Context: an optimization exercise on an open-source flow, tuned for small area. The choices shown serve that exercise and are no tape-out recipe. At most, simulation tests tie the RTL to the original design; equivalence was not proved. Function not checked in run 8: the RTL went through the layout flow alone. Power and IR drop assume default switching activity.

$ cat design/flow/design.v
module register_bank #(
    parameter int unsigned DATA_W   = 32,
    parameter int unsigned ADDR_W   = 5,
    parameter int unsigned NUM_READ = 2
) (
    input  logic                         clk,
    input  logic                         resetN,
    input  logic [NUM_READ*ADDR_W-1:0]   readAddr,
    output logic [NUM_READ*DATA_W-1:0]   readData,
    output logic [NUM_READ-1:0]          readBusy,
    input  logic                         writeEnable,
    input  logic [ADDR_W-1:0]            writeReg,
    input  logic [DATA_W-1:0]            writeData,
    input  logic                         reserveEnable,
    input  logic [ADDR_W-1:0]            reserveReg,
    input  logic                         flush
);
    localparam int unsigned DEPTH = 2 ** ADDR_W;
    localparam int unsigned LO_W  = 2;
    localparam int unsigned HI_W  = ADDR_W - LO_W;
    localparam int unsigned NLO   = 2 ** LO_W;
    localparam int unsigned NHI   = 2 ** HI_W;
    localparam int unsigned NGRP  = (DEPTH - 1) / 3;    
    logic [DATA_W-1:0] regs_q [DEPTH];
    logic [DEPTH-1:0]  valid_q;
    logic [DEPTH-1:0]  busy_q;
    logic [DEPTH-1:0]  wsel;
    logic [DEPTH-1:0]  rsel;
    function automatic logic [NLO-1:0] dec_lo_n(input logic [ADDR_W-1:0] a);
        for (int j = 0; j < int'(NLO); j++) dec_lo_n[j] = (a[LO_W-1:0] != LO_W'(j));
    endfunction
    function automatic logic [NHI-1:0] dec_hi_n(input logic [ADDR_W-1:0] a, input logic en);
        for (int k = 0; k < int'(NHI); k++) dec_hi_n[k] = !(en && (a[ADDR_W-1:LO_W] == HI_W'(k)));
    endfunction
    logic [NLO-1:0] wlo_n, rlo_n;
    logic [NHI-1:0] whi_n, rhi_n;
    assign wlo_n = dec_lo_n(writeReg);
    assign whi_n = dec_hi_n(writeReg, writeEnable);
    assign rlo_n = dec_lo_n(reserveReg);
    assign rhi_n = dec_hi_n(reserveReg, reserveEnable);
    for (genvar i = 1; i < DEPTH; i++) begin : g_reg
        rb_nor2 u_wsel (.a(wlo_n[i % NLO]), .b(whi_n[i / NLO]), .y(wsel[i]));
        rb_nor2 u_rsel (.a(rlo_n[i % NLO]), .b(rhi_n[i / NLO]), .y(rsel[i]));
        always_ff @(posedge clk) begin
            if (wsel[i]) regs_q[i] <= writeData;
        end
        always_ff @(posedge clk or negedge resetN) begin
            if (!resetN) begin
                valid_q[i] <= 1'b0;
                busy_q[i]  <= 1'b0;
            end else begin
                if (wsel[i]) valid_q[i] <= 1'b1;
                busy_q[i] <= rsel[i] | (busy_q[i] & ~flush & ~wsel[i]);
            end
        end
    end
    assign regs_q[0]  = '0;
    assign valid_q[0] = 1'b0;
    assign busy_q[0]  = 1'b0;
    assign wsel[0]    = 1'b0;
    assign rsel[0]    = 1'b0;
    for (genvar p = 0; p < NUM_READ; p++) begin : g_read
        logic [ADDR_W-1:0] addr;
        logic [NLO-1:0]    lo_n;
        logic [NHI-1:0]    hi_n;
        logic [DEPTH-1:0]  dec;
        logic [DEPTH-1:0]  dsel;
        logic [DATA_W-1:0] data;
        assign addr = readAddr[p*ADDR_W +: ADDR_W];
        assign lo_n = dec_lo_n(addr);
        assign hi_n = dec_hi_n(addr, 1'b1);
        assign dec[0]  = 1'b0;
        assign dsel[0] = 1'b0;
        for (genvar i = 1; i < DEPTH; i++) begin : g_sel
            assign dec[i] = ~(lo_n[i % NLO] | hi_n[i / NLO]);
            rb_and3 u_dsel (.a(~lo_n[i % NLO]), .b(~hi_n[i / NLO]), .c(valid_q[i]), .y(dsel[i]));
        end
        for (genvar b = 0; b < DATA_W; b++) begin : g_bit
            logic [NGRP:0] t;    
            for (genvar g = 0; g < int'(NGRP); g++) begin : g_grp
                rb_aoi222 u_aoi (
                    .a0(dsel[3*g+1]), .b0(regs_q[3*g+1][b]),
                    .a1(dsel[3*g+2]), .b1(regs_q[3*g+2][b]),
                    .a2(dsel[3*g+3]), .b2(regs_q[3*g+3][b]),
                    .y (t[g])
                );
            end
            rb_nand2 u_last (.a(dsel[DEPTH-1]), .b(regs_q[DEPTH-1][b]), .y(t[NGRP]));
            rb_nand_wide #(.N(NGRP + 1)) u_or (.t(t), .y(data[b]));
        end
        assign readData[p*DATA_W +: DATA_W] = data;
        assign readBusy[p]                  = |(dec & busy_q);
    end
endmodule
module rb_aoi222 (
    input  logic a0, b0, a1, b1, a2, b2,
    output logic y
);
    assign y = ~((a0 & b0) | (a1 & b1) | (a2 & b2));
endmodule
module rb_nand2 (
    input  logic a, b,
    output logic y
);
    assign y = ~(a & b);
endmodule
module rb_nor2 (
    input  logic a, b,
    output logic y
);
    assign y = ~(a | b);
endmodule
module rb_and3 (
    input  logic a, b, c,
    output logic y
);
    assign y = a & b & c;
endmodule
module rb_nand_wide #(
    parameter int unsigned N = 11
) (
    input  logic [N-1:0] t,
    output logic         y
);
    assign y = ~&t;
endmodule
$ cat design/flow/flow/run.sh
#!/bin/bash
# Own layout flow: the standard ORFS flow (standard.sh), with two changes
# to how the layout is made; the design, clock period and constraints are
# untouched:
#  - ports are buffered with the smallest buffer (repair may upsize it),
#  - the clock tree uses clkbuf_8 in sink clusters of up to 16 and no dummy
#    loads.
# Each ORFS step writes its full log under orfs/logs; make's own output goes
# to standard.log in this folder.
set -euo pipefail
export BUFFER_PORTS_ARGS="-buffer_cell sky130_fd_sc_hd__buf_1"
export CTS_ARGS="-sink_clustering_enable -repair_clock_nets -buf_list {sky130_fd_sc_hd__clkbuf_8} -sink_clustering_size 16 -sink_clustering_max_diameter 50 -dont_use_dummy_load"
bash standard.sh > standard.log 2>&1
$ cat design/flow/standard.sh
#!/bin/bash
# synth_recipe.tcl (not shown) runs the flow's synth.tcl, then flattens the netlist and writes it again
# the make line also repeats each setting of config.mk as NAME=value (left out here)
make -C /OpenROAD-flow-scripts/flow DESIGN_CONFIG=/design/flow/config.mk WORK_HOME=/design/flow/orfs CLKGATE_MAP_FILE= SYNTH_SCRIPT=/design/flow/synth_recipe.tcl "${@:-finish}"
$ cat design/flow/config.mk
export PLATFORM = sky130hd
export DESIGN_NAME = register_bank
export DESIGN_NICKNAME = register_bank
export VERILOG_FILES = /design/flow/design.v
export SDC_FILE = /design/flow/constraint.sdc
export NUM_CORES = 4
export LEC_CHECK = 0
export CAP_MARGIN = 20
export CORE_MARGIN = 2
export CORE_UTILIZATION = 45
export SETUP_SLACK_MARGIN = 0.2
export SLEW_MARGIN = 20
export SYNTH_HIERARCHICAL = 1
$ cat design/flow/constraint.sdc
create_clock -name core_clock -period 7.0 [get_ports {clk}]
set_input_delay 1.4000 -clock core_clock [delete_from_list [all_inputs] [get_ports {clk}]]
set_output_delay 1.4000 -clock core_clock [all_outputs]
set_load 0.01 [all_outputs]
==> results of run 1 <==
-- metal layers --
layer	GRT usage	part of all wire	up-vias
li1	-	-	12000
met1	0.424	0.35	15300
met2	0.485	0.44	2888
met3	0.0793	0.15	492
met4	0.173	0.064	4
met5	0	0.00021	-
-- synth_stat cells, drive strengths merged, types with 3 or more instances --
cell	n	area share
a222oi	640	0.15
mux2i	8	0.0019
nand2b	8	0.0012
a21oi	6	0.00072
clkbuf	4	0.00036
dfrtp	62	0.037
or2	63	0.0094
buf	10	0.0017
inv	3	0.00027
or3	64	0.0096
mux2	17	0.0048
nor3	6	0.00072
and3	65	0.0097
edfxtp	992	0.71
nand4	130	0.019
nor2b	13	0.0021
nand3	77	0.0092
nor2	78	0.0070
and2	4	0.00066
nor3b	32	0.0058
nand2	80	0.0072
-- how the worst max path moves through the flow --
stage	startpoint	end	depth (start not counted)
floorplan	readAddr[5]	readData[32]	7
global placement	readAddr[4]	readData[3]	8
detailed placement	readAddr[4]	readData[3]	8
CTS	readAddr[4]	readData[3]	8
global route	readAddr[4]	readData[7]	8
finish	readAddr[4]	readData[7]	8
-- cells by family after synthesis --
| kind of cell | Yosys count |
|---|---|
| DFF | 1054 |
| muxes | 25 |
| and+or+nand+nor | 623 |
| buffers and inverters | 17 |
| AOI/OAI and AO/OA | 664 |
-- power groups by stage --
stage | clock network, mW | registers, mW | logic (mW)
final | 3.29 | 7.07 | 0.816
after global routing | 3.54 | 7.08 | 0.841
after CTS | 3.32 | 7.07 | 0.789
after detailed placement | 0 | 7.20 | 0.789
after global placement | 0 | 7.20 | 0.775
after floorplan | 0 | 7.19 | 0.331
-- layout make-up --
cell class / instances / share of cell area
timing repair buffer: 233 / 0.0284
sequential: 1054 / 0.677
multi-input combinational: 1312 / 0.229
inverter: 3 / 0.000243
clock buffer: 106 / 0.0315
tap: 1243 / 0.0336
antenna: 4 / 0.000216
-- registers in the layout, indices dropped and copies added, names as in the netlist --
register  flops
busy_q       31
valid_q      31
regs_q      992
-- per-module statistics from Yosys (local to each module, per instance), excerpt --
module	flops+latches	cell area (µm²)	cells inside
rb_and3	0	6.26	1
rb_aoi222	0	10.0	1
rb_nor2	0	3.75	1
register_bank	1054	33000	1299
rb_nand2	0	3.75	1
-- critical path: cells and delay by family --
kind	cells	cell delay, ns
compound gates	1	0.30
buf+inv	3	0.87
simple gates	4	2.34
==> summary.txt, run 1 <==
Status -> complete, no violations
Post-synth EDFFs -> 992
Drt first pass iters -> 15
Critical path class -> in2out
PnR worst setup slack -> 0.625 ns
Hold slack final -> 0.488 ns
Remaining DRCs -> 0
Post-synth ARST share -> 0.0588
Worst min path class -> reg2reg
Layout Cell Area excl Fill -> 46300 µm²
Critical Path AT -> 4.97 ns
Remaining global-route overflow -> 0
Library cells used by synthesis -> 44
Post-Synth Adder-Cell Area -> 0
Synth Area per Inst -> 17.5 µm²
GR Util All Layers -> 0.319
Tcrit/Tclk final -> 0.911
P_leak -> 14.7 nW
Layout Nets -> 2767
Sink Count -> 1054
Sw frac -> 0.234
Placer Congestion -> 1.00
Cell Rows -> 111
Reg area -> 31300 µm²
Tot Pwr -> 11.2 mW
First-pass GRT wire length -> 216000 µm
Ys Warns -> 15
Clock share of power -> 0.294
Fill cell count -> 7486
Placed inst area -> 44800 µm²
Starting DRT DRC Count -> 7756
Mux contribution to synthesized area -> 0.00668
Detailed-route wire length -> 155000 µm
Synthesized flop and latch total -> 1054
Internal Power -> 8.56 mW
Worst Hold Path EP -> valid_q[25]
Post-Synthesis Cells -> 2383
CTS Hold Bufs -> 0
TritonCTS Buffers -> 106
Compound-Gate Fraction of Synth Area -> 0.158
Die width -> 309 µm
Layout cell share with drive strength beyond 1 -> 0.140
Combinational share of power -> 0.073
Final Core Density -> 0.504
Skew final -> 0 ns
Die height -> 309 µm
Post-place setup slack -> 0.877 ns
H-tree depth -> 3
Core Region -> 91800 µm²
# port buffers -> 122
Psw -> 2.61 mW
Final ANT Viol Nets -> 0
Hold Fails Final Rpt -> 0
Initial antenna violation count -> 7
Slew @ Worst Pin -> 1.26 ns
Via Count -> 30600
CP max FO -> 29
Startpoint of the worst-slack reg-to-reg timing path -> busy_q[9]
Most common cell after layout, fill and taps aside -> edfxtp_1
WL per Instance -> 39.2 µm
Fin. max-slew vios -> 0
Final setup fails -> 0
Largest net degree at the start of global routing -> 63
CTS clk-pin slew, worst paths -> 0.05 ns
Vias per cell -> 7.74
Ys flop type -> edfxtp_1
CTS tree -> yes
Max Fclk -> 157 MHz
Reg power frac -> 0.633
Layout Cells excl Fill -> 3955
Mapped cell area -> 41800 µm²
FF-to-FF End -> busy_q[9]
Max-Cap Viols -> 0
Post-CTS Setup Inserts -> 0
XOR/XNOR Fraction of Synth Area -> 0
Max clock buf depth -> 3
Sequential cell area fraction in the yosys report -> 0.751
Hpwl dp -> 86900 µm
Critical Path, Cell by Cell -> buf_1 > inv_1 > nor3_1 > and3_2 > a222oi_1 > nand4_1 > or3_1 > buf_1
Hold Crit Depth -> 1
Largest family of logic cells by synthesized area -> compound AO/OA/AOI/OAI gates
Power density cells -> 241 nW/µm²
WP data required -> 5.60 ns
Slew HR -> 0.163
Most common cell on crit path -> buf_1
Slowest CP cell -> and3_2
Multi-input logic area -> 10600 µm²
Vias in the first global route -> 30200
FF-to-FF path depth -> 2
IR Drop Worst-Case VDD -> 0.000164 V
Worst R2R Setup Slack -> 5.98 ns
Most frequent cells in the layout -> edfxtp_1 (992), a222oi_1 (640), nand4_1 (130)
Syn Nets -> 2440
Die area -> 95200 µm²
Worst-skew pair later-pin latency -> 0.69 ns
Setup TNS -> 0 ns
Resized Gates After CTS -> 0
Root Driver -> clkbuf_8
Starting density of the core -> 0.455
Crit path largest cell delay -> 1.08 ns
Final min period -> 6.37 ns
Min-delay src -> valid_q[25]
Area grow syn2layout -> 10.9%
Crit. End Element -> output pin
Worst setup SP type -> input pin
Ports -> 123
Synth Area in Simple Gates -> 0.0827
RSZ-0062 raised after global routing -> no
Placed Cells incl. Taps -> 3845
==> run 2: changes to the inputs <==
--- a/design/flow/config.mk
+++ b/design/flow/config.mk
@@ -6,8 +6,8 @@
 export NUM_CORES = 4
 export LEC_CHECK = 0
-export CAP_MARGIN = 20
+export CAP_MARGIN = 5
 export CORE_MARGIN = 2
 export CORE_UTILIZATION = 45
 export SETUP_SLACK_MARGIN = 0.2
-export SLEW_MARGIN = 20
+export SLEW_MARGIN = 5
 export SYNTH_HIERARCHICAL = 1
==> run 2 against run 1 <==
Effect of this change: critical path depth unchanged; power up 0.74%; global-route usage about the same; synthesized cell count unchanged; setup slack better by 0.096 ns; cell count about the same; clock skew unchanged; sequential power about the same; cell area about the same; clock power up 2%; synthesized area unchanged; critical endpoint unchanged; largest cell class unchanged; highest routed layer unchanged.
==> summary.txt, run 2 <==
Critical path class -> in2out
Top routing layer in use -> met5
Layout Cell Area excl Fill -> 46300 µm²
Synth top area cells -> edfxtp_1 (71%), a222oi_1 (15%), dfrtp_1 (3.7%)
Mux contribution to synthesized area -> 0.00668
Synth Area per Inst -> 17.5 µm²
Core Region -> 91800 µm²
Placed inst area -> 44800 µm²
Hold slack final -> 0.480 ns
Final min period -> 6.28 ns
Most frequent cell after synthesis -> edfxtp_1
Setup TNS -> 0 ns
WL per Instance -> 39.1 µm
Worst-skew pair later-pin latency -> 0.71 ns
Max clock buf depth -> 3
Yosys top cell area share -> 0.713
WP data required -> 5.60 ns
Placer Congestion -> 1.00
Die area -> 95200 µm²
CTS clk-pin slew, worst paths -> 0.05 ns
Starting DRT DRC Count -> 8043
FF-to-FF path depth -> 2
Root Driver -> clkbuf_8
Via Count -> 30800
Worst R2R Setup Slack -> 5.96 ns
Ports -> 123
Post-place setup slack -> 0.933 ns
Status -> complete, no violations
Startpoint of the worst-slack reg-to-reg timing path -> busy_q[9]
Ys Warns -> 15
Hold Crit Depth -> 1
Worst setup SP type -> input pin
# port buffers -> 122
Yosys top cell by area -> edfxtp_1
H-tree depth -> 3
Critical Path AT -> 4.88 ns
Compound-Gate Fraction of Synth Area -> 0.158
Max reg flops -> 992
Final ANT Viol Nets -> 0
Cell Rows -> 111
Max-Cap Viols -> 0
Remaining global-route overflow -> 0
Sink Count -> 1054
FF-to-FF End -> busy_q[9]
Met2 WL -> 67400 µm
Synthesized flop and latch total -> 1054
IR Drop Worst-Case VDD -> 0.000142 V
GR Util All Layers -> 0.319
P_leak -> 14.7 nW
Die height -> 309 µm
TritonCTS Buffers -> 111
Starting density of the core -> 0.455
Skew final -> 0 ns
Most common cell after layout, fill and taps aside -> edfxtp_1
Mapped cell area -> 41800 µm²
DR WL met3 -> 22900 µm
Area grow syn2layout -> 11.0%
Worst min path class -> reg2reg
Sequential cell area fraction in the yosys report -> 0.751
Min-delay src -> valid_q[13]
Tcrit/Tclk final -> 0.897
Largest family of logic cells by synthesized area -> compound AO/OA/AOI/OAI gates
PnR worst setup slack -> 0.721 ns
Met1 WL -> 54100 µm
Layout Nets -> 2771
Post-synth top cells -> edfxtp_1 (992), a222oi_1 (640), nand4_1 (130), nand2_1 (80), nor2_1 (78)
Post-Synthesis Cells -> 2383
Hold Fails Final Rpt -> 0
Detailed-route wire length -> 155000 µm
CTS Hold Bufs -> 0
Slew HR -> 0.0948
XOR/XNOR Fraction of Synth Area -> 0
Hpwl dp -> 86900 µm
Initial antenna violation count -> 5
Final Core Density -> 0.505
Power density cells -> 243 nW/µm²
Final setup fails -> 0
Ys flop type -> edfxtp_1
Post-Synth Adder-Cell Area -> 0
Worst Hold Path EP -> valid_q[13]
Post-CTS Setup Inserts -> 0
Crit. End Element -> output pin
Library cells used by synthesis -> 44
Biggest regs -> regs_q x992, busy_q x31, valid_q x31
Vias in the first global route -> 30300
Die width -> 309 µm
Layout cell share with drive strength beyond 1 -> 0.138
Slew @ Worst Pin -> 1.36 ns
Synth Area in Simple Gates -> 0.0827
Resized Gates After CTS -> 0
Fin. max-slew vios -> 0
Max Fclk -> 159 MHz
Biggest register -> regs_q
CP max FO -> 29
Post-synth EDFFs -> 992
Remaining DRCs -> 0
Largest net degree at the start of global routing -> 63
Drt first pass iters -> 11
RSZ-0062 raised after global routing -> no
Syn Nets -> 2440
Post-synth ARST share -> 0.0588
Most frequent cells in the layout -> edfxtp_1 (992), a222oi_1 (640), nand4_1 (130)
First-pass GRT wire length -> 216000 µm
Vias per cell -> 7.78
CTS tree -> yes
## run 2: worst max-delay path by stage
stage	from	end	slack (ns)
2_1_floorplan	readAddr[5]	readData[32]	2.39
3_3_place_gp	readAddr[4]	readData[3]	0.96
3_5_place_dp	readAddr[4]	readData[3]	0.93
4_1_cts	readAddr[4]	readData[3]	0.92
5_1_grt	readAddr[4]	readData[7]	0.60
6_report	readAddr[4]	readData[7]	0.72
## run 2: critical path, stage by stage
cell and delay [ns]:
buf_1 0.46, inv_1 0.23, nor3_1 0.63, and3_2 1.03, a222oi_1 0.30, nand4_1 0.29, or3_1 0.27, buf_1 0.21
## run 2: area by class of cell
class                           instances  area, µm²
Fill cell                            7473      45500
Antenna cell                            2       5.00
Timing Repair Buffer                  232       1290
Inverter                                3       11.3
Tap cell                             1243       1560
Multi-Input combinational cell       1312      10600
Sequential cell                      1054      31300
Clock buffer                          111       1530
## run 2: routing by layer
metal  vias up  track usage
met3       529       0.0789
met2      2985        0.476
met4         2        0.186
met5         -            0
li1      12000            -
met1     15300        0.426
## run 2: cells by family (layout without fill, tap and decap cells)
family,after synthesis,after routing
AOI/OAI and AO/OA,664,664
buffers and inverters,17,346
DFF,1054,1054
muxes,25,25
other,0,2
and+or+nand+nor,623,623
## run 2: power breakdown
group	switching (mW)	internal, mW
registers	0.0630	7.01
clock network	1.98	1.40
logic	0.594	0.220
total	2.63	8.62
## run 2: modules after synthesis (local to each module, per instance), excerpt
| module | flops+latches | area (µm²) | copies in the design | cells |
|---|---|---|---|---|
| register_bank | 1054 | 33000 | 1 | 1299 |
| rb_and3 | 0 | 6.26 | 62 | 1 |
| rb_aoi222 | 0 | 10.0 | 640 | 1 |
| rb_nor2 | 0 | 3.75 | 62 | 1 |
| rb_nand2 | 0 | 3.75 | 64 | 1 |
## run 2: stage by stage
stage	instances	power, mW
5_1_grt	3956	11.5
3_3_place_gp	3843	7.97
4_1_cts	3954	11.3
2_1_floorplan	2383	7.52
3_5_place_dp	3843	7.99
6_report	3957	11.3
==> run 3: changes to the inputs <==
==> design/flow/flow/run.sh (replaced) <==
#!/bin/bash
# Own layout flow: the standard ORFS flow (standard.sh), with two changes
# to how the layout is made; the design, clock period and constraints are
# untouched:
#  - ports are buffered with the smallest buffer (repair may upsize it),
#  - the clock tree uses clkbuf_8 in sink clusters of up to 19 and no dummy
#    loads.
# Each ORFS step writes its full log under orfs/logs; make's own output goes
# to standard.log in this folder.
set -euo pipefail
export BUFFER_PORTS_ARGS="-buffer_cell sky130_fd_sc_hd__buf_1"
export CTS_ARGS="-sink_clustering_enable -repair_clock_nets -buf_list {sky130_fd_sc_hd__clkbuf_8} -sink_clustering_size 19 -sink_clustering_max_diameter 50 -dont_use_dummy_load"
bash standard.sh > standard.log 2>&1
--- a/design/flow/config.mk
+++ b/design/flow/config.mk
@@ -6,8 +6,8 @@
 export NUM_CORES = 4
 export LEC_CHECK = 0
-export CAP_MARGIN = 5
+export CAP_MARGIN = 20
 export CORE_MARGIN = 2
 export CORE_UTILIZATION = 45
 export SETUP_SLACK_MARGIN = 0.2
-export SLEW_MARGIN = 5
+export SLEW_MARGIN = 20
 export SYNTH_HIERARCHICAL = 1
==> run 3 against run 2 <==
Effect of this change: critical path type unchanged; cell count shrank 0.13%; wire length barely moved; critical path depth is the same; critical endpoint is now readData[17]; still clean on timing, DRC and antenna; hold slack gained 0.0086 ns; combinational power barely moved; utilization shrank 0.068 points; maximum frequency fell by 0.63%; first-iteration DRC count decreased by 5.6%; register-to-register slack gained 0.03 ns; non-clock buffer count increased by 1; clock-buffer cell count decreased by 6.
==> summary.txt, run 3 <==
Starting density of the core -> 0.455
First-pass GRT wire length -> 216000 µm
Hold Crit Depth -> 1
Slowest CP cell -> and3_2
Die width -> 309 µm
Max-Cap Viols -> 0
Sink Count -> 1054
Drt first pass iters -> 12
Slew HR -> 0.199
Final min period -> 6.32 ns
Skew final -> 0 ns
Remaining global-route overflow -> 0
Cell Rows -> 111
P_leak -> 14.7 nW
Placed Cells incl. Taps -> 3845
CTS tree -> yes
Biggest register -> regs_q
Final ANT Viol Nets -> 0
H-tree depth -> 3
Final setup fails -> 0
Top Family by Delay on Critical Path -> simple AND/OR/NAND/NOR gates
GRT met2 Usage -> 0.483
Startpoint of the worst-slack reg-to-reg timing path -> busy_q[9]
Ys flop type -> edfxtp_1
Worst min path class -> reg2reg
CTS clk-pin slew, worst paths -> 0.06 ns
Slew @ Worst Pin -> 1.20 ns
CTS Hold Bufs -> 0
Critical Path, Cell by Cell -> buf_1 > inv_1 > nor3_1 > and3_2 > a222oi_1 > nand4_1 > or3_1 > buf_1
Ys Warns -> 15
Starting DRT DRC Count -> 7596
Initial antenna violation count -> 5
Die area -> 95200 µm²
Layout cell share with drive strength beyond 1 -> 0.140
GRT Max-Usage Layer -> met2
Remaining DRCs -> 0
Worst-skew pair later-pin latency -> 0.68 ns
WP data required -> 5.60 ns
Post-synth EDFFs -> 992
Post-CTS Setup Inserts -> 0
Crit. End Element -> output pin
FF-to-FF path depth -> 2
Syn Nets -> 2440
Multi-input logic area -> 10600 µm²
Detailed-route wire length -> 155000 µm
Yosys top cell area share -> 0.713
Max Fclk -> 158 MHz
Post-synth ARST share -> 0.0588
Max clock buf depth -> 3
Synthesized flop and latch total -> 1054
Worst R2R Setup Slack -> 5.99 ns
Yosys top cell by area -> edfxtp_1
Resized Gates After CTS -> 0
Worst Hold Path EP -> valid_q[25]
Met3 Use GR -> 0.0763
GR Util met1 -> 0.428
Critical path class -> in2out
Most common cell on crit path -> buf_1
Min-delay src -> valid_q[25]
Power density cells -> 241 nW/µm²
Final Core Density -> 0.504
Vias in the first global route -> 30100
Hold Fails Final Rpt -> 0
Post-synth top cells -> edfxtp_1 (992), a222oi_1 (640), nand4_1 (130), nand2_1 (80), nor2_1 (78)
Placer Congestion -> 1.00
Area grow syn2layout -> 10.8%
TritonCTS Buffers -> 105
Post-Synthesis Cells -> 2383
IR Drop Worst-Case VDD -> 0.000141 V
Tot Pwr -> 11.2 mW
Layout Nets -> 2766
Biggest regs -> regs_q x992, busy_q x31, valid_q x31
Largest net degree at the start of global routing -> 63
Library cells used by synthesis -> 44
Worst Path Buf+Inv -> 3
RSZ-0062 raised after global routing -> no
Fin. max-slew vios -> 0
Sequential cell area fraction in the yosys report -> 0.751
Most frequent cells in the layout -> edfxtp_1 (992), a222oi_1 (640), nand4_1 (130)
Root Driver -> clkbuf_8
Worst setup SP type -> input pin
Layout Cells excl Fill -> 3952
GR Util All Layers -> 0.319
Critical Path AT -> 4.92 ns
Most frequent cell after synthesis -> edfxtp_1
Core Region -> 91800 µm²
Status -> complete, no violations
Hpwl dp -> 86900 µm
Most common cell after layout, fill and taps aside -> edfxtp_1
Mapped cell area -> 41800 µm²
Ports -> 123
# port buffers -> 122
Die height -> 309 µm
Synth top area cells -> edfxtp_1 (71%), a222oi_1 (15%), dfrtp_1 (3.7%)
FF-to-FF End -> busy_q[9]
WL per Instance -> 39.2 µm
Fill cell count -> 7491
Tcrit/Tclk final -> 0.903
Setup TNS -> 0 ns
CP max FO -> 29
Reg area -> 31300 µm²
Synth Area per Inst -> 17.5 µm²
Via Count -> 30800
Crit path largest cell delay -> 1.07 ns
Vias per cell -> 7.80
Max reg flops -> 992
[run 3: cell counts after synthesis]
No cell type changed its count.
[run 3: worst max-delay path by stage]
| stage | startpoint | endpoint | slack (ns) | cells past startpoint |
|---|---|---|---|---|
| detailed placement | readAddr[4] | readData[3] | 0.88 | 8 |
| CTS | readAddr[4] | readData[3] | 0.87 | 8 |
| global placement | readAddr[4] | readData[3] | 0.96 | 8 |
| finish | readAddr[4] | readData[17] | 0.68 | 8 |
| global route | readAddr[4] | readData[7] | 0.55 | 8 |
| floorplan | readAddr[5] | readData[32] | 2.39 | 7 |
[run 3: through the flow]
step	worst slack (ns)	hold slack (ns)	cell area [µm²]
global route	0.555	0.505	46300
global placement	0.957	0.462	44800
floorplan	2.39	0.445	41800
finish	0.681	0.488	46300
detailed placement	0.877	0.463	44800
CTS	0.872	0.482	46300
[run 3: cell families (layout without fill, tap and decap cells)]
family,Yosys count,after routing,synth area share
AOI/OAI and AO/OA,664,664,0.158
buffers and inverters,17,341,0.00231
DFF,1054,1054,0.751
muxes,25,25,0.00668
other,0,2,0
and+or+nand+nor,623,623,0.0827
[run 3: metal layers]
layer  routed length [µm]  part of all wire
met1                53500              0.35
met2                68300              0.44
met3                23300              0.15
met4                 9780             0.063
met5                    8          0.000052
[run 3: final cells by class]
cell class / instances / area share
Sequential cell: 1054 / 0.677
Antenna cell: 2 / 0.000108
Timing Repair Buffer: 233 / 0.0284
Inverter: 3 / 0.000243
Multi-Input combinational cell: 1312 / 0.229
Clock buffer: 105 / 0.0312
Tap cell: 1243 / 0.0336
[run 3: where the power goes]
group / internal, mW / leakage (nW) / switching [mW] / total, mW
registers: 7.01 / 9.72 / 0.0635 / 7.07
clock network: 1.32 / 0.755 / 1.95 / 3.27
logic: 0.221 / 4.19 / 0.596 / 0.816
total: 8.55 / 14.7 / 2.60 / 11.2
[run 3: per-module statistics from Yosys, one instance, submodules excluded, excerpt]
module	cells inside	copies in the design	flip-flops and latches
rb_and3	1	62	0
rb_nor2	1	62	0
rb_aoi222	1	640	0
register_bank	1299	1	1054
rb_nand2	1	64	0
==> run 4: changes to the inputs <==
==> design/flow/flow/run.sh (replaced) <==
#!/bin/bash
# Own layout flow: the standard ORFS flow (standard.sh), with two changes
# to how the layout is made; the design, clock period and constraints are
# untouched:
#  - ports are buffered with the smallest buffer (repair may upsize it),
#  - the clock tree uses clkbuf_8 in sink clusters of up to 16 and no dummy
#    loads.
# Each ORFS step writes its full log under orfs/logs; make's own output goes
# to standard.log in this folder.
set -euo pipefail
export BUFFER_PORTS_ARGS="-buffer_cell sky130_fd_sc_hd__buf_1"
export CTS_ARGS="-sink_clustering_enable -repair_clock_nets -buf_list {sky130_fd_sc_hd__clkbuf_8} -sink_clustering_size 16 -sink_clustering_max_diameter 75 -dont_use_dummy_load"
bash standard.sh > standard.log 2>&1
--- a/design/flow/config.mk
+++ b/design/flow/config.mk
@@ -8,5 +8,5 @@
 export CAP_MARGIN = 20
 export CORE_MARGIN = 2
-export CORE_UTILIZATION = 45
+export CORE_UTILIZATION = 55
 export SETUP_SLACK_MARGIN = 0.2
 export SLEW_MARGIN = 20
==> run 4 against run 3 <==
Effect of this change: via count is 1.9% lower; power fell by 3.9%; sequential power hardly changed; hold slack barely moved; still clean; clock skew is the same; wire length decreased by 3.8%; clock power down 12%; register-to-register slack worse by 0.02 ns; sequential cell count unchanged; clock-buffer cell count down 29; maximum frequency increased by 4.1%.
==> summary.txt, run 4 <==
RSZ-0062 raised after global routing -> no
Via Count -> 30200
# port buffers -> 122
Setup TNS -> 0 ns
Die width -> 280 µm
Tcrit/Tclk final -> 0.867
Vias in the first global route -> 28900
Yosys top cell by area -> edfxtp_1
Worst-skew pair later-pin latency -> 0.70 ns
Placer Congestion -> 0.940
Mapped cell area -> 41800 µm²
Yosys top cell area share -> 0.713
Remaining DRCs -> 0
Cell Rows -> 101
Post-CTS Setup Inserts -> 0
Synth top area cells -> edfxtp_1 (71%), a222oi_1 (15%), dfrtp_1 (3.7%)
Post-synth ARST share -> 0.0588
Synth Area in Simple Gates -> 0.0827
Die area -> 78100 µm²
Compound-Gate Fraction of Synth Area -> 0.158
Critical Path AT -> 4.67 ns
Post-synth top cells -> edfxtp_1 (992), a222oi_1 (640), nand4_1 (130), nand2_1 (80), nor2_1 (78)
PnR worst setup slack -> 0.932 ns
Largest family of logic cells by synthesized area -> compound AO/OA/AOI/OAI gates
Ports -> 123
Final ANT Viol Nets -> 0
GR Util All Layers -> 0.374
Post-place setup slack -> 1.11 ns
TritonCTS Buffers -> 76
Crit. End Element -> output pin
Max clock buf depth -> 3
IR Drop Worst-Case VDD -> 0.000161 V
Slew HR -> 0.205
H-tree depth -> 3
Tot Pwr -> 10.7 mW
Post-Synthesis Cells -> 2383
Worst setup SP type -> input pin
Drt first pass iters -> 11
Sink Count -> 1054
Slew @ Worst Pin -> 1.19 ns
Root Driver -> clkbuf_8
Status -> complete, no violations
Hpwl dp -> 88600 µm
Syn Nets -> 2440
CTS tree -> yes
Layout Nets -> 2753
Ys Warns -> 15
Max-Cap Viols -> 0
Most frequent cell after synthesis -> edfxtp_1
Final min period -> 6.07 ns
Biggest regs -> regs_q x992, busy_q x31, valid_q x31
P_leak -> 14.6 nW
XOR/XNOR Fraction of Synth Area -> 0
Detailed-route wire length -> 149000 µm
Biggest register -> regs_q
Max reg flops -> 992
CTS Hold Bufs -> 0
CP max FO -> 23
Resized Gates After CTS -> 0
Critical path class -> in2out
Skew final -> 0 ns
Worst min path class -> reg2reg
Library cells used by synthesis -> 44
Most common cell after layout, fill and taps aside -> edfxtp_1
Initial antenna violation count -> 1
Largest net degree at the start of global routing -> 63
WL per Instance -> 40.5 µm
Vias per cell -> 8.22
Mux contribution to synthesized area -> 0.00668
Post-synth EDFFs -> 992
Ys flop type -> edfxtp_1
Power density cells -> 234 nW/µm²
CTS clk-pin slew, worst paths -> 0.09 ns
Remaining global-route overflow -> 0
Starting density of the core -> 0.553
Synthesized flop and latch total -> 1054
Area grow syn2layout -> 9.52%
Fin. max-slew vios -> 0
Most frequent cells in the layout -> edfxtp_1 (992), a222oi_1 (640), nand4_1 (130)
Final setup fails -> 0
Synth Area per Inst -> 17.5 µm²
Fill cell count -> 5735
First-pass GRT wire length -> 207000 µm
Max Fclk -> 165 MHz
Die height -> 280 µm
Layout cell share with drive strength beyond 1 -> 0.136
Post-Synth Adder-Cell Area -> 0
Hold Fails Final Rpt -> 0
WP data required -> 5.60 ns
Starting DRT DRC Count -> 7959
Core Region -> 75600 µm²
Sequential cell area fraction in the yosys report -> 0.751
-- run 4: cell counts after synthesis --
Identical to the previous run, type by type.
-- run 4: Yosys stat by module, one instance, submodules excluded, excerpt --
module	copies in the design	cells inside	flops+latches
rb_nand2	64	1	0
rb_nor2	62	1	0
rb_aoi222	640	1	0
rb_and3	62	1	0
register_bank	1	1299	1054
-- run 4: per-layer routing --
metal	track usage	wire (µm)	vias up
met5	0	0	-
li1	-	-	11900
met3	0.0807	20900	433
met1	0.517	52400	15200
met2	0.557	66000	2715
met4	0.211	9720	0
-- run 4: layout make-up --
cell class,count,area [µm²],share of cell area
Timing Repair Buffer,249,1490,0.0326
Clock buffer,76,1050,0.0229
Sequential cell,1054,31300,0.685
Tap cell,978,1220,0.0268
Antenna cell,6,15.0,0.000328
Multi-Input combinational cell,1312,10600,0.232
Inverter,3,11.3,0.000246
-- run 4: worst max-delay path, stage by stage --
cell and delay [ns]:
buf_1 0.44, inv_1 0.28, nor2_1 0.48, and3_2 0.88, buf_4 0.38, a222oi_1 0.10
nand4_1 0.21, or3_1 0.26, buf_1 0.18
-- run 4: where the power goes --
group          leakage (nW)  switching [mW]  internal [mW]  total (mW)
clock network         0.546            1.89          0.978        2.87
registers              9.72          0.0622           7.00        7.06
logic                  4.28           0.571          0.223       0.794
-- run 4: worst paths after layout --
path | cells past startpoint | slack, ns | end | startpoint
setup / recovery | 9 | 0.93 | readData[13] | readAddr[4]
setup reg to reg | 2 | 5.97 | busy_q[29] | busy_q[29]
max in group asynchronous | 2 | 5.52 | busy_q[7] | resetN
hold / removal | 1 | 0.49 | valid_q[7] | valid_q[7]
hold reg to reg | 1 | 0.49 | valid_q[7] | valid_q[7]
min in group asynchronous | 2 | 0.86 | busy_q[30] | resetN
-- run 4: per-stage QoR --
step           cells  utilization  hold WS [ns]  cell area (µm²)
6_report        3678        0.605         0.488            45700
5_1_grt         3674        0.605         0.513            45700
4_1_cts         3670        0.604         0.488            45700
3_5_place_dp    3594        0.590         0.465            44600
3_3_place_gp    3593        0.590         0.459            44600
2_1_floorplan   2383            -         0.445            41800
-- run 4: logic make-up after synthesis --
kind of cell           Yosys count
AO/OA/AOI/OAI                  664
multiplexers                    25
AND/OR/NAND/NOR                623
buffers and inverters           17
flip-flops                    1054
==> run 5: changes to the inputs <==
--- a/design/flow/config.mk
+++ b/design/flow/config.mk
@@ -8,5 +8,6 @@
 export CAP_MARGIN = 20
 export CORE_MARGIN = 2
-export CORE_UTILIZATION = 55
+export CORE_UTILIZATION = 45
+export PLACE_DENSITY = 0.68
 export SETUP_SLACK_MARGIN = 0.2
 export SLEW_MARGIN = 20
==> run 5 against run 4 <==
Effect of this change: still clean on timing, DRC and antenna; die area increased by 22%; critical path depth did not move; first-iteration DRC count increased by 9.7%; combinational power barely moved; critical endpoint is now readData[3].
==> summary.txt, run 5 <==
Slew HR -> 0.208
Syn Nets -> 2440
Die area -> 95200 µm²
Area grow syn2layout -> 9.85%
Die width -> 309 µm
FF-to-FF path depth -> 2
Crit. End Element -> output pin
Final setup fails -> 0
Post-CTS Setup Inserts -> 0
Post-Synth Adder-Cell Area -> 0
Min-delay src -> valid_q[20]
WP data required -> 5.60 ns
Initial antenna violation count -> 1
Most frequent cell after synthesis -> edfxtp_1
Largest net degree at the start of global routing -> 63
IR Drop Worst-Case VDD -> 0.000118 V
Max Fclk -> 169 MHz
Vias in the first global route -> 29800
CP max FO -> 32
Synthesized flop and latch total -> 1054
Resized Gates After CTS -> 0
Cell Rows -> 111
Detailed-route wire length -> 144000 µm
Skew final -> 0 ns
Sink Count -> 1054
Remaining DRCs -> 0
Vias per cell -> 7.71
Sequential cell area fraction in the yosys report -> 0.751
Most frequent cells in the layout -> edfxtp_1 (992), a222oi_1 (640), nand4_1 (130)
Mapped cell area -> 41800 µm²
Top Family by Delay on Critical Path -> simple AND/OR/NAND/NOR gates
Placer Congestion -> 0.946
Worst-skew pair later-pin latency -> 0.67 ns
Final ANT Viol Nets -> 0
Ys Warns -> 15
# port buffers -> 122
CTS tree -> yes
Critical Path AT -> 4.52 ns
Most common cell on crit path -> buf_1
Setup TNS -> 0 ns
Final min period -> 5.92 ns
Fill cell count -> 7533
Most common cell after layout, fill and taps aside -> edfxtp_1
Synth top area cells -> edfxtp_1 (71%), a222oi_1 (15%), dfrtp_1 (3.7%)
XOR/XNOR Fraction of Synth Area -> 0
Worst R2R Setup Slack -> 5.98 ns
Ports -> 123
CTS Hold Bufs -> 0
Starting density of the core -> 0.455
Biggest register -> regs_q
Die height -> 309 µm
Max-Cap Viols -> 0
Max reg flops -> 992
Critical Path Stages -> 9
Placed inst area -> 44800 µm²
Core Region -> 91800 µm²
Fin. max-slew vios -> 0
Yosys top cell area share -> 0.713
Hold Fails Final Rpt -> 0
Layout Cells excl Fill -> 3928
Slowest CP cell -> nor3_1
Ys flop type -> edfxtp_1
Mux contribution to synthesized area -> 0.00668
WL per Instance -> 36.8 µm
Reg area -> 31300 µm²
Post-Synthesis Cells -> 2383
Startpoint of the worst-slack reg-to-reg timing path -> busy_q[16]
Layout Nets -> 2743
Placed Cells incl. Taps -> 3851
Post-synth EDFFs -> 992
P_leak -> 14.5 nW
Worst Hold Path EP -> valid_q[20]
Synth Area per Inst -> 17.5 µm²
Biggest regs -> regs_q x992, busy_q x31, valid_q x31
Worst setup SP type -> input pin
Yosys top cell by area -> edfxtp_1
Post-synth top cells -> edfxtp_1 (992), a222oi_1 (640), nand4_1 (130), nand2_1 (80), nor2_1 (78)
Crit path largest cell delay -> 0.74 ns
Layout Cell Area excl Fill -> 45900 µm²
Hpwl dp -> 82100 µm
Largest family of logic cells by synthesized area -> compound AO/OA/AOI/OAI gates
Drt first pass iters -> 14
Remaining global-route overflow -> 0
Compound-Gate Fraction of Synth Area -> 0.158
Worst min path class -> reg2reg
Slew @ Worst Pin -> 1.19 ns
Worst Path Buf+Inv -> 4
Starting DRT DRC Count -> 8735
Layout cell share with drive strength beyond 1 -> 0.122
Root Driver -> clkbuf_8
Critical path class -> in2out
Synth Area in Simple Gates -> 0.0827
First-pass GRT wire length -> 203000 µm
GR Util All Layers -> 0.295
Via Count -> 30300
Final Core Density -> 0.500
Hold Crit Depth -> 1
TritonCTS Buffers -> 76
Critical Path, Cell by Cell -> buf_1 > inv_1 > nor3_1 > and3_1 > buf_4 > a222oi_1 > nand4_1 > or3_1 > buf_1
CTS clk-pin slew, worst paths -> 0.09 ns
Power density cells -> 233 nW/µm²
Tcrit/Tclk final -> 0.846
Multi-input logic area -> 10600 µm²
Max clock buf depth -> 3
Post-synth ARST share -> 0.0588
Library cells used by synthesis -> 44
Status -> complete, no violations
FF-to-FF End -> busy_q[16]
H-tree depth -> 3
RSZ-0062 raised after global routing -> no
## run 5: cell count changes in the layout (fill, tap and decap cells not counted), sizes merged
cell / previous run / this run
diode: 6 / 1
buf: 242 / 223
clkbuf: 83 / 92
## run 5: area by class of cell
class                   count  share of cell area
repair buffers            239              0.0297
multi-input cells        1312               0.230
diodes                      1           0.0000546
inverters                   3            0.000245
clock buffers              76              0.0228
flip-flops and latches   1054               0.683
well taps                1243              0.0339
## run 5: Yosys stat by module, one instance, submodules excluded, excerpt
module | copies in the design | cells | cell area [µm²] | flip-flops and latches
rb_and3 | 62 | 1 | 6.26 | 0
rb_nand2 | 64 | 1 | 3.75 | 0
rb_aoi222 | 640 | 1 | 10.0 | 0
rb_nor2 | 62 | 1 | 3.75 | 0
register_bank | 1 | 1299 | 33000 | 1054
## run 5: cells by family after synthesis
group / Yosys count
AOI/OAI and AO/OA: 664
buffers and inverters: 17
DFF: 1054
muxes: 25
and+or+nand+nor: 623
## run 5: through the flow
| step | worst slack [ns] | hold slack, ns | total power, mW |
|---|---|---|---|
| after global placement | 1.32 | 0.459 | 7.94 |
| after floorplan | 2.39 | 0.445 | 7.52 |
| after global routing | 0.995 | 0.505 | 10.9 |
| after CTS | 1.22 | 0.485 | 10.7 |
| after detailed placement | 1.24 | 0.463 | 7.96 |
| final | 1.08 | 0.485 | 10.7 |
## run 5: power by group
group          leakage [nW]  total [mW]  switching, mW  internal, mW
clock                 0.546        2.83           1.85         0.977
combinational          4.27       0.792          0.575         0.218
sequential             9.72        7.06         0.0625          7.00
total                  14.5        10.7           2.49          8.20
## run 5: worst max-delay path by stage
stage,end,start,slack (ns)
2_1_floorplan,readData[32],readAddr[5],2.39
3_3_place_gp,readData[2],readAddr[4],1.32
3_5_place_dp,readData[2],readAddr[4],1.24
4_1_cts,readData[2],readAddr[4],1.22
5_1_grt,readData[3],readAddr[4],0.99
6_report,readData[3],readAddr[4],1.08
## run 5: metal layers
metal,part of all wire,global-route usage
met5,0,0.00202
met4,0.058,0.153
met3,0.17,0.0674
met2,0.44,0.451
met1,0.34,0.397
==> run 6: changes to the inputs <==
--- a/design/flow/config.mk
+++ b/design/flow/config.mk
@@ -9,5 +9,4 @@
 export CORE_MARGIN = 2
 export CORE_UTILIZATION = 45
-export PLACE_DENSITY = 0.68
 export SETUP_SLACK_MARGIN = 0.2
 export SLEW_MARGIN = 20
==> run 6 against run 5 <==
Effect of this change: non-clock buffer count decreased by 6; hold slack improved by 0.010 ns; cell count about the same; first-iteration DRC count decreased by 12%; clock power increased by 1%; clock-buffer cell count increased by 1; global-route usage increased by 2.4 points; largest cell class unchanged; highest routed layer is now met5.
==> summary.txt, run 6 <==
Worst setup SP type -> input pin
Power density cells -> 234 nW/µm²
Post-synth top cells -> edfxtp_1 (992), a222oi_1 (640), nand4_1 (130), nand2_1 (80), nor2_1 (78)
Cell Rows -> 111
Vias in the first global route -> 29900
Hpwl dp -> 86900 µm
Biggest regs -> regs_q x992, busy_q x31, valid_q x31
Max Fclk -> 159 MHz
Placed Cells incl. Taps -> 3845
Placer Congestion -> 1.00
Hold Fails Final Rpt -> 0
Synth Area per Inst -> 17.5 µm²
P_leak -> 14.5 nW
Detailed-route wire length -> 155000 µm
Max-Cap Viols -> 0
Final setup fails -> 0
Most frequent cells in the layout -> edfxtp_1 (992), a222oi_1 (640), nand4_1 (130)
Worst min path class -> reg2reg
Slowest CP cell -> and3_2
Multi-input logic area -> 10600 µm²
Post-synth ARST share -> 0.0588
Critical path class -> in2out
PnR worst setup slack -> 0.702 ns
Yosys top cell area share -> 0.713
Final min period -> 6.30 ns
CTS tree -> yes
Resized Gates After CTS -> 0
Most frequent cell after synthesis -> edfxtp_1
Library cells used by synthesis -> 44
Tot Pwr -> 10.8 mW
Starting density of the core -> 0.455
Largest net degree at the start of global routing -> 63
DR WL met3 -> 22700 µm
Critical Path AT -> 4.90 ns
Vias per cell -> 7.80
Synthesized flop and latch total -> 1054
Reg area -> 31300 µm²
Sink Count -> 1054
Status -> complete, no violations
Core Region -> 91800 µm²
Post-Synthesis Cells -> 2383
Via Count -> 30600
Synth top area cells -> edfxtp_1 (71%), a222oi_1 (15%), dfrtp_1 (3.7%)
WP data required -> 5.60 ns
Post-CTS Setup Inserts -> 0
Starting DRT DRC Count -> 7717
Met2 WL -> 67700 µm
Root Driver -> clkbuf_8
IR Drop Worst-Case VDD -> 0.000140 V
Die width -> 309 µm
First-pass GRT wire length -> 216000 µm
GR Util All Layers -> 0.319
CP max FO -> 29
Post-synth EDFFs -> 992
Drt first pass iters -> 14
Met1 WL -> 54200 µm
Yosys top cell by area -> edfxtp_1
Ports -> 123
CTS clk-pin slew, worst paths -> 0.10 ns
Remaining DRCs -> 0
Syn Nets -> 2440
TritonCTS Buffers -> 77
Area grow syn2layout -> 9.91%
Worst-skew pair later-pin latency -> 0.69 ns
Critical Path, Cell by Cell -> buf_1 > inv_1 > nor3_1 > and3_2 > a222oi_1 > nand4_1 > or3_1 > buf_1
Final ANT Viol Nets -> 0
Ys flop type -> edfxtp_1
RSZ-0062 raised after global routing -> no
WL per Instance -> 39.4 µm
Initial antenna violation count -> 6
Hold slack final -> 0.495 ns
Most common cell after layout, fill and taps aside -> edfxtp_1
Most common cell on crit path -> buf_1
CTS Hold Bufs -> 0
H-tree depth -> 3
Mapped cell area -> 41800 µm²
Post-place setup slack -> 0.877 ns
Slew HR -> 0.174
Setup TNS -> 0 ns
Die area -> 95200 µm²
Layout Cells excl Fill -> 3929
Sequential cell area fraction in the yosys report -> 0.751
Tcrit/Tclk final -> 0.900
Layout cell share with drive strength beyond 1 -> 0.131
Fin. max-slew vios -> 0
Max reg flops -> 992
Biggest register -> regs_q
Layout Nets -> 2738
Top routing layer in use -> met5
Skew final -> 0 ns
Slew @ Worst Pin -> 1.24 ns
Die height -> 309 µm
Ys Warns -> 15
Crit path largest cell delay -> 1.06 ns
Max clock buf depth -> 3
Crit. End Element -> output pin
Fill cell count -> 7505
Remaining global-route overflow -> 0
# port buffers -> 122
run 6: changes by cell type in the layout (fill, tap and decap cells not counted):
cell	previous run	this run
buf_1	102	111
buf_6	0	2
buf_4	117	109
diode_2	1	7
and3_2	0	37
clkbuf_8	76	77
and3_1	65	28
clkbuf_2	16	7
run 6: cell families after synthesis:
family / after synthesis / share of synthesized area
AO/OA/AOI/OAI: 664 / 0.158
buffers and inverters: 17 / 0.00231
flip-flops: 1054 / 0.751
multiplexers: 25 / 0.00668
AND/OR/NAND/NOR: 623 / 0.0827
run 6: where the power goes:
group / switching (mW) / internal (mW)
Sequential: 0.0632 / 7.00
Clock: 1.88 / 0.989
Combinational: 0.594 / 0.221
Total: 2.54 / 8.21
run 6: cell type report:
cell class	count	area share
Clock buffer	77	0.0231
Antenna cell	7	0.000382
Multi-Input combinational cell	1312	0.231
Tap cell	1243	0.0339
Timing Repair Buffer	233	0.0286
Inverter	3	0.000245
Sequential cell	1054	0.683
run 6: critical path, delay by kind of cell:
| family | cells | cell delay (ns) |
|---|---|---|
| compound gates | 1 | 0.30 |
| simple gates | 4 | 2.27 |
| buf+inv | 3 | 0.84 |
run 6: final timing paths:
check | to | startpoint | cells past startpoint | slack [ns]
worst max-delay path | readData[7] | readAddr[4] | 8 | 0.70
worst min-delay path | valid_q[20] | valid_q[20] | 1 | 0.49
worst max register to register | busy_q[9] | busy_q[9] | 2 | 5.99
worst min register to register | valid_q[20] | valid_q[20] | 1 | 0.49
max in group asynchronous | busy_q[16] | resetN | 2 | 5.52
min in group asynchronous | valid_q[10] | resetN | 2 | 0.86
run 6: through the flow:
stage                     utilization  cell area, µm²
final                           0.500           45900
after detailed placement        0.488           44800
after global routing            0.500           45900
after global placement          0.488           44800
after floorplan                     -           41800
after CTS                       0.500           45900
run 6: per-module statistics from Yosys, one instance, submodules excluded, excerpt:
| module | times used | area [µm²] | flip-flops and latches |
|---|---|---|---|
| rb_aoi222 | 640 | 10.0 | 0 |
| register_bank | 1 | 33000 | 1054 |
| rb_nand2 | 64 | 3.75 | 0 |
| rb_and3 | 62 | 6.26 | 0 |
| rb_nor2 | 62 | 3.75 | 0 |
run 6: metal layers:
| layer | global-route usage | up-vias |
|---|---|---|
| li1 | - | 11900 |
| met4 | 0.175 | 2 |
| met5 | 0 | - |
| met2 | 0.482 | 2897 |
| met3 | 0.0732 | 538 |
| met1 | 0.428 | 15300 |
==> run 7: changes to the inputs <==
--- a/design/flow/config.mk
+++ b/design/flow/config.mk
@@ -9,4 +9,5 @@
 export CORE_MARGIN = 2
 export CORE_UTILIZATION = 45
+export GPL_ROUTABILITY_DRIVEN = 0
 export SETUP_SLACK_MARGIN = 0.2
 export SLEW_MARGIN = 20
==> run 7 against run 6 <==
Effect of this change: register-to-register slack about the same; sequential power about the same; sequential share of layout area about the same; first-iteration DRC count increased by 5.6%; die area unchanged; synthesized cell count unchanged; sequential cell count unchanged; cell area about the same; wire length increased by 0.52%; cell count decreased by 0.10%; critical endpoint is now readData[14]; critical path type unchanged.
==> summary.txt, run 7 <==
Die height -> 309 µm
Critical path class -> in2out
Final min period -> 6.30 ns
Fin. max-slew vios -> 0
Cell Rows -> 111
Synth Area per Inst -> 17.5 µm²
Post-Synthesis Cells -> 2383
Starting density of the core -> 0.455
Setup TNS -> 0 ns
Worst Path Buf+Inv -> 3
Ys flop type -> edfxtp_1
Final ANT Viol Nets -> 0
Via Count -> 30800
Tcrit/Tclk final -> 0.900
Drt first pass iters -> 14
Synthesized flop and latch total -> 1054
Worst-skew pair later-pin latency -> 0.68 ns
Yosys top cell area share -> 0.713
Sw frac -> 0.239
Biggest register -> regs_q
Ports -> 123
Max-Cap Viols -> 0
Synth top area cells -> edfxtp_1 (71%), a222oi_1 (15%), dfrtp_1 (3.7%)
Placed inst area -> 44800 µm²
Crit. End Element -> output pin
CTS Hold Bufs -> 0
Starting DRT DRC Count -> 8152
CTS tree -> yes
Max Fclk -> 159 MHz
Post-synth ARST share -> 0.0588
Most frequent cell after synthesis -> edfxtp_1
WL per Instance -> 39.7 µm
Slew @ Worst Pin -> 1.28 ns
Root Driver -> clkbuf_8
Worst min path class -> reg2reg
Ys Warns -> 15
CTS clk-pin slew, worst paths -> 0.11 ns
Core Region -> 91800 µm²
GR Util All Layers -> 0.318
Max clock buf depth -> 3
Post-synth top cells -> edfxtp_1 (992), a222oi_1 (640), nand4_1 (130), nand2_1 (80), nor2_1 (78)
Library cells used by synthesis -> 44
Largest net degree at the start of global routing -> 63
Status -> complete, no violations
Layout Cell Area excl Fill -> 45900 µm²
Crit path largest cell delay -> 1.10 ns
Sink Count -> 1054
P_leak -> 14.5 nW
Top Family by Delay on Critical Path -> simple AND/OR/NAND/NOR gates
First-pass GRT wire length -> 215000 µm
Mapped cell area -> 41800 µm²
Max reg flops -> 992
Die area -> 95200 µm²
Final setup fails -> 0
Hold Fails Final Rpt -> 0
Die width -> 309 µm
Sequential cell area fraction in the yosys report -> 0.751
Slew HR -> 0.149
Hpwl dp -> 88400 µm
Internal Power -> 8.21 mW
Post-CTS Setup Inserts -> 0
Combinational share of power -> 0.075
Area grow syn2layout -> 9.93%
Worst setup SP type -> input pin
Remaining DRCs -> 0
Layout cell share with drive strength beyond 1 -> 0.131
TritonCTS Buffers -> 77
Most frequent cells in the layout -> edfxtp_1 (992), a222oi_1 (640), nand4_1 (130)
H-tree depth -> 3
Skew final -> 0 ns
Power density cells -> 235 nW/µm²
Vias in the first global route -> 29900
Detailed-route wire length -> 156000 µm
Most common cell after layout, fill and taps aside -> edfxtp_1
Remaining global-route overflow -> 0
CP max FO -> 32
Syn Nets -> 2440
# port buffers -> 122
Clock share of power -> 0.270
Layout Nets -> 2737
IR Drop Worst-Case VDD -> 0.000125 V
Psw -> 2.58 mW
Most common cell on crit path -> buf_1
Initial antenna violation count -> 6
Vias per cell -> 7.86
WP data required -> 5.60 ns
Resized Gates After CTS -> 0
Critical Path, Cell by Cell -> buf_1 > inv_1 > nor3_1 > and3_2 > a222oi_1 > nand4_1 > or3_1 > buf_1
Reg power frac -> 0.655
Slowest CP cell -> and3_2
Fill cell count -> 7603
Yosys top cell by area -> edfxtp_1
Biggest regs -> regs_q x992, busy_q x31, valid_q x31
Critical Path AT -> 4.90 ns
Post-synth EDFFs -> 992
RSZ-0062 raised after global routing -> no
run 7: cell counts after synthesis:
Identical to the previous run, type by type.
run 7: logic make-up after synthesis:
kind of cell / Yosys count / synth area share
compound gates: 664 / 0.158
mux: 25 / 0.00668
flops: 1054 / 0.751
simple gates: 623 / 0.0827
buf+inv: 17 / 0.00231
run 7: worst reg2reg max path, delay by kind of cell (launching register included):
kind | cells | cell delay [ns]
simple gates | 2 | 0.47
flops | 1 | 0.42
run 7: through the flow:
step                      power (mW)  utilization  std cells  hold WS, ns  setup slack [ns]
after global placement          7.97        0.488       3844        0.461             0.886
after detailed placement        7.99        0.488       3844        0.461             0.917
after CTS                       10.8        0.500       3921        0.485             0.917
final                           10.8        0.500       3925        0.485             0.698
after global routing            11.0        0.500       3922        0.504             0.699
after floorplan                 7.52            -       2383        0.445              2.39
run 7: per-module statistics from Yosys (local to each module, per instance), a selection:
module         cell area (µm²)  copies in the design  flip-flops and latches
rb_nand2                  3.75                    64                       0
rb_aoi222                 10.0                   640                       0
register_bank            33000                     1                    1054
rb_and3                   6.26                    62                       0
rb_nor2                   3.75                    62                       0
run 7: layout make-up:
class / instances / area, µm² / area share
repair buffers: 232 / 1330 / 0.0289
flip-flops and latches: 1054 / 31300 / 0.683
well taps: 1243 / 1560 / 0.0339
inverters: 3 / 11.3 / 0.000245
multi-input cells: 1312 / 10600 / 0.231
diodes: 4 / 10.0 / 0.000218
clock buffers: 77 / 1060 / 0.0231
run 7: layer usage:
metal  global-route usage  vias to the layer above  wire, µm  share of wire
met2                0.472                     3167     67300           0.43
met5              0.00253                        -        21        0.00013
li1                     -                    11900         -              -
met1                0.425                    15300     53800           0.35
met4                0.180                        4     10200          0.065
met3               0.0858                      521     24400           0.16
run 7: final timing paths:
kind | start | to | cells past startpoint | slack (ns)
max | readAddr[4] | readData[14] | 8 | 0.70
min | valid_q[7] | valid_q[7] | 1 | 0.48
max reg2reg | busy_q[21] | busy_q[21] | 2 | 5.99
min reg2reg | valid_q[7] | valid_q[7] | 1 | 0.48
max in group asynchronous | resetN | busy_q[19] | 2 | 5.53
min in group asynchronous | resetN | busy_q[24] | 2 | 0.87
run 7: power groups by stage:
stage | Clock [mW] | Combinational, mW | Sequential [mW]
global route | 3.12 | 0.837 | 7.08
finish | 2.91 | 0.813 | 7.06
CTS | 2.92 | 0.786 | 7.06
detailed placement | 0 | 0.785 | 7.20
floorplan | 0 | 0.331 | 7.19
global placement | 0 | 0.772 | 7.20
==> run 8: changes to the inputs <==
--- a/design/flow/design.v
+++ b/design/flow/design.v
@@ -22,8 +22,10 @@
     localparam int unsigned NHI   = 2 ** HI_W;
     localparam int unsigned NGRP  = (DEPTH - 1) / 3;    
+    localparam int unsigned HALF  = DATA_W / 2;
     logic [DATA_W-1:0] regs_q [DEPTH];
     logic [DEPTH-1:0]  valid_q;
     logic [DEPTH-1:0]  busy_q;
-    logic [DEPTH-1:0]  wsel;
+    logic [DEPTH-1:0]  wsel;       
+    logic [DEPTH-1:0]  wsel_h;     
     logic [DEPTH-1:0]  rsel;
     function automatic logic [NLO-1:0] dec_lo_n(input logic [ADDR_W-1:0] a);
@@ -40,8 +42,12 @@
     assign rhi_n = dec_hi_n(reserveReg, reserveEnable);
     for (genvar i = 1; i < DEPTH; i++) begin : g_reg
-        rb_nor2 u_wsel (.a(wlo_n[i % NLO]), .b(whi_n[i / NLO]), .y(wsel[i]));
+        rb_nor2 u_wsel   (.a(wlo_n[i % NLO]), .b(whi_n[i / NLO]), .y(wsel[i]));
+        rb_nor2 u_wsel_h (.a(wlo_n[i % NLO]), .b(whi_n[i / NLO]), .y(wsel_h[i]));
         rb_nor2 u_rsel (.a(rlo_n[i % NLO]), .b(rhi_n[i / NLO]), .y(rsel[i]));
         always_ff @(posedge clk) begin
-            if (wsel[i]) regs_q[i] <= writeData;
+            if (wsel[i]) regs_q[i][HALF-1:0] <= writeData[HALF-1:0];
+        end
+        always_ff @(posedge clk) begin
+            if (wsel_h[i]) regs_q[i][DATA_W-1:HALF] <= writeData[DATA_W-1:HALF];
         end
         always_ff @(posedge clk or negedge resetN) begin
@@ -59,4 +65,5 @@
     assign busy_q[0]  = 1'b0;
     assign wsel[0]    = 1'b0;
+    assign wsel_h[0]  = 1'b0;
     assign rsel[0]    = 1'b0;
     for (genvar p = 0; p < NUM_READ; p++) begin : g_read
@@ -65,5 +72,6 @@
         logic [NHI-1:0]    hi_n;
         logic [DEPTH-1:0]  dec;
-        logic [DEPTH-1:0]  dsel;
+        logic [DEPTH-1:0]  dsel;      
+        logic [DEPTH-1:0]  dsel_h;    
         logic [DATA_W-1:0] data;
         assign addr = readAddr[p*ADDR_W +: ADDR_W];
@@ -71,20 +79,24 @@
         assign hi_n = dec_hi_n(addr, 1'b1);
         assign dec[0]  = 1'b0;
-        assign dsel[0] = 1'b0;
+        assign dsel[0]   = 1'b0;
+        assign dsel_h[0] = 1'b0;
         for (genvar i = 1; i < DEPTH; i++) begin : g_sel
             assign dec[i] = ~(lo_n[i % NLO] | hi_n[i / NLO]);
-            rb_and3 u_dsel (.a(~lo_n[i % NLO]), .b(~hi_n[i / NLO]), .c(valid_q[i]), .y(dsel[i]));
+            rb_and3 u_dsel   (.a(~lo_n[i % NLO]), .b(~hi_n[i / NLO]), .c(valid_q[i]), .y(dsel[i]));
+            rb_and3 u_dsel_h (.a(~lo_n[i % NLO]), .b(~hi_n[i / NLO]), .c(valid_q[i]), .y(dsel_h[i]));
         end
         for (genvar b = 0; b < DATA_W; b++) begin : g_bit
-            logic [NGRP:0] t;    
+            logic [NGRP:0]    t;    
+            logic [DEPTH-1:0] s;
+            assign s = (b < int'(HALF)) ? dsel : dsel_h;
             for (genvar g = 0; g < int'(NGRP); g++) begin : g_grp
                 rb_aoi222 u_aoi (
-                    .a0(dsel[3*g+1]), .b0(regs_q[3*g+1][b]),
-                    .a1(dsel[3*g+2]), .b1(regs_q[3*g+2][b]),
-                    .a2(dsel[3*g+3]), .b2(regs_q[3*g+3][b]),
+                    .a0(s[3*g+1]), .b0(regs_q[3*g+1][b]),
+                    .a1(s[3*g+2]), .b1(regs_q[3*g+2][b]),
+                    .a2(s[3*g+3]), .b2(regs_q[3*g+3][b]),
                     .y (t[g])
                 );
             end
-            rb_nand2 u_last (.a(dsel[DEPTH-1]), .b(regs_q[DEPTH-1][b]), .y(t[NGRP]));
+            rb_nand2 u_last (.a(s[DEPTH-1]), .b(regs_q[DEPTH-1][b]), .y(t[NGRP]));
             rb_nand_wide #(.N(NGRP + 1)) u_or (.t(t), .y(data[b]));
         end
--- a/design/flow/config.mk
+++ b/design/flow/config.mk
@@ -9,5 +9,4 @@
 export CORE_MARGIN = 2
 export CORE_UTILIZATION = 45
-export GPL_ROUTABILITY_DRIVEN = 0
 export SETUP_SLACK_MARGIN = 0.2
 export SLEW_MARGIN = 20
==> run 8 against run 7 <==
Effect of this change: clock power shrank 1%; largest cell class unchanged; cell area grew 1.9%; clock skew stayed put; largest power group unchanged; sequential cell count did not move.
==> summary.txt, run 8 <==
Status -> complete, no violations
Placed inst area -> 45700 µm²
Post-Synth Adder-Cell Area -> 0
Post-synth top cells -> edfxtp_1 (992), a222oi_1 (640), nand4_1 (130), and3_1 (127), nor2_1 (109)
Hold slack final -> 0.553 ns
Post-synth EDFFs -> 992
WL per Instance -> 38.5 µm
Max Fclk -> 165 MHz
Worst setup SP type -> input pin
Ys Warns -> 15
Ys flop type -> edfxtp_1
Layout Cell Area excl Fill -> 46800 µm²
Syn Nets -> 2533
Post-place setup slack -> 1.08 ns
Resized Gates After CTS -> 0
Mapped cell area -> 42300 µm²
GR Util met1 -> 0.416
Synth top area cells -> edfxtp_1 (70%), a222oi_1 (15%), dfrtp_1 (3.7%)
Hpwl dp -> 99000 µm
Die height -> 310 µm
IR Drop Worst-Case VDD -> 0.000202 V
Sink Count -> 1054
Tot Pwr -> 10.8 mW
Worst-skew pair later-pin latency -> 0.73 ns
Final setup fails -> 0
Detailed-route wire length -> 158000 µm
Biggest register -> regs_q
Max reg flops -> 992
Final ANT Viol Nets -> 0
GRT met2 Usage -> 0.504
Placed Cells incl. Taps -> 4029
Slew @ Worst Pin -> 1.27 ns
Core Region -> 93200 µm²
Slowest CP cell -> and3_1
Area grow syn2layout -> 10.7%
Max clock buf depth -> 3
Yosys top cell area share -> 0.705
Vias per cell -> 7.67
Critical Path AT -> 4.67 ns
Max-Cap Viols -> 0
CTS clk-pin slew, worst paths -> 0.09 ns
Yosys top cell by area -> edfxtp_1
CP max FO -> 16
Layout cell share with drive strength beyond 1 -> 0.135
Final Core Density -> 0.502
Biggest regs -> regs_q x992, busy_q x31, valid_q x31
Fin. max-slew vios -> 0
Tcrit/Tclk final -> 0.868
Root Driver -> clkbuf_8
WP data required -> 5.60 ns
Mux contribution to synthesized area -> 0.00660
P_leak -> 15.3 nW
Sequential cell area fraction in the yosys report -> 0.742
Synth Area per Inst -> 17.1 µm²
GRT Max-Usage Layer -> met2
Worst min path class -> reg2reg
Hold Fails Final Rpt -> 0
H-tree depth -> 3
Final min period -> 6.07 ns
Library cells used by synthesis -> 44
CTS tree -> yes
Remaining DRCs -> 0
Most common cell on crit path -> buf_1
Crit. End Element -> output pin
TritonCTS Buffers -> 76
Post-Synthesis Cells -> 2476
XOR/XNOR Fraction of Synth Area -> 0
First-pass GRT wire length -> 220000 µm
Skew final -> 0 ns
Critical Path, Cell by Cell -> buf_1 > inv_1 > nor2_1 > and3_1 > a222oi_1 > nand4_1 > or3_1 > buf_1
Crit path largest cell delay -> 0.91 ns
Cell Rows -> 112
Layout Nets -> 2910
Post-CTS Setup Inserts -> 0
GR Util All Layers -> 0.322
Most frequent cells in the layout -> edfxtp_1 (992), a222oi_1 (640), buf_4 (191)
Synthesized flop and latch total -> 1054
Drt first pass iters -> 12
# port buffers -> 122
RSZ-0062 raised after global routing -> no
Slew HR -> 0.156
Setup TNS -> 0 ns
Met3 Use GR -> 0.0813
CTS Hold Bufs -> 0
Synth Area in Simple Gates -> 0.0936
Starting DRT DRC Count -> 8084
PnR worst setup slack -> 0.926 ns
Fill cell count -> 7756
Compound-Gate Fraction of Synth Area -> 0.156
Ports -> 123
Largest net degree at the start of global routing -> 63
Critical path class -> in2out
Placer Congestion -> 0.924
Initial antenna violation count -> 18
Most common cell after layout, fill and taps aside -> edfxtp_1
Die width -> 310 µm
Layout Cells excl Fill -> 4115
Die area -> 96400 µm²
Power density cells -> 231 nW/µm²
Most frequent cell after synthesis -> edfxtp_1
Largest family of logic cells by synthesized area -> compound AO/OA/AOI/OAI gates
Post-synth ARST share -> 0.0588
Remaining global-route overflow -> 0
Via Count -> 31600
Vias in the first global route -> 30400
Starting density of the core -> 0.454
==> run 8: cell types whose count changed after synthesis, sizes merged <==
cell	change
nor2	+31
and3	+62
==> run 8: where the power goes <==
part / internal [mW] / total, mW / switching (mW)
registers: 7.00 / 7.10 / 0.0988
logic: 0.234 / 0.821 / 0.587
clock network: 0.978 / 2.87 / 1.89
total: 8.21 / 10.8 / 2.58
==> run 8: worst paths after layout <==
check / start / to / slack [ns] / depth (start not counted)
min: busy_q[1] / busy_q[1] / 0.55 / 1
min in group asynchronous: resetN / valid_q[28] / 0.85 / 2
max: readAddr[4] / readData[4] / 0.93 / 8
min reg2reg: busy_q[1] / busy_q[1] / 0.55 / 1
max in group asynchronous: resetN / valid_q[16] / 5.52 / 2
max reg2reg: busy_q[9] / busy_q[9] / 5.98 / 2
==> run 8: critical path, delay by kind of cell <==
kind            cells  cell delay, ns
compound gates      1            0.23
buf+inv             3            0.90
simple gates        4            2.12
==> run 8: cells by family (layout without fill, tap and decap cells) <==
| family | count (synthesis) | count (layout) |
|---|---|---|
| AND/OR/NAND/NOR | 716 | 716 |
| other | 0 | 10 |
| flip-flops | 1054 | 1054 |
| buffers and inverters | 17 | 392 |
| multiplexers | 25 | 25 |
| AO/OA/AOI/OAI | 664 | 664 |
==> run 8: Yosys stat by module, one instance, submodules excluded, a selection <==
module	area (µm²)	copies in the design
rb_and3	6.26	124
rb_aoi222	10.0	640
rb_nand2	3.75	64
rb_nor2	3.75	93
register_bank	33000	1
==> run 8: layout make-up <==
cell class              count  area [µm²]  area share
diodes                     10        25.0    0.000535
flip-flops and latches   1054       31300       0.670
inverters                   3        11.3    0.000241
multi-input cells        1405       10900       0.233
well taps                1254        1570      0.0335
clock buffers              76        1050      0.0224
repair buffers            313        1890      0.0405
==> run 8: layer usage <==
layer / vias to the layer above / wire length [µm] / part of all wire
li1: 12400 / - / -
met5: - / 125 / 0.00079
met4: 18 / 9400 / 0.059
met2: 2907 / 71900 / 0.45
met1: 15800 / 54200 / 0.34
met3: 471 / 22800 / 0.14

what the ideal ports hide:
The flow's constraints put no driver on any port. The routed layouts listed below were extracted and timed again, unchanged, in two steps.
Step 1: set_driving_cell puts a clkbuf_16 on clk and a buf_2 on each other input, an assumption about the parent block.
Step 2 times the ports against the registers' clock, not the clock port: input delays grow and output delays shrink by t, the midpoint of the rising clock arrivals with the driver on.
Slacks: ideal ports / drivers / drivers and shift; pairs: ideal ports / drivers.
run	t, ns	setup WS [ns]
run 1	0.791	0.625 / 0.596 / 0.596
run 2	0.786	0.721 / 0.695 / 0.695
run 3	0.784	0.681 / 0.652 / 0.652
run 4	0.774	0.932 / 0.906 / 0.906
run 5	0.760	1.079 / 1.056 / 1.056
run 6	0.770	0.702 / 0.673 / 0.673
run 7	0.782	0.698 / 0.670 / 0.670
run 8	0.786	0.926 / 0.832 / 0.832
After both steps setup and hold are still met in every run listed.
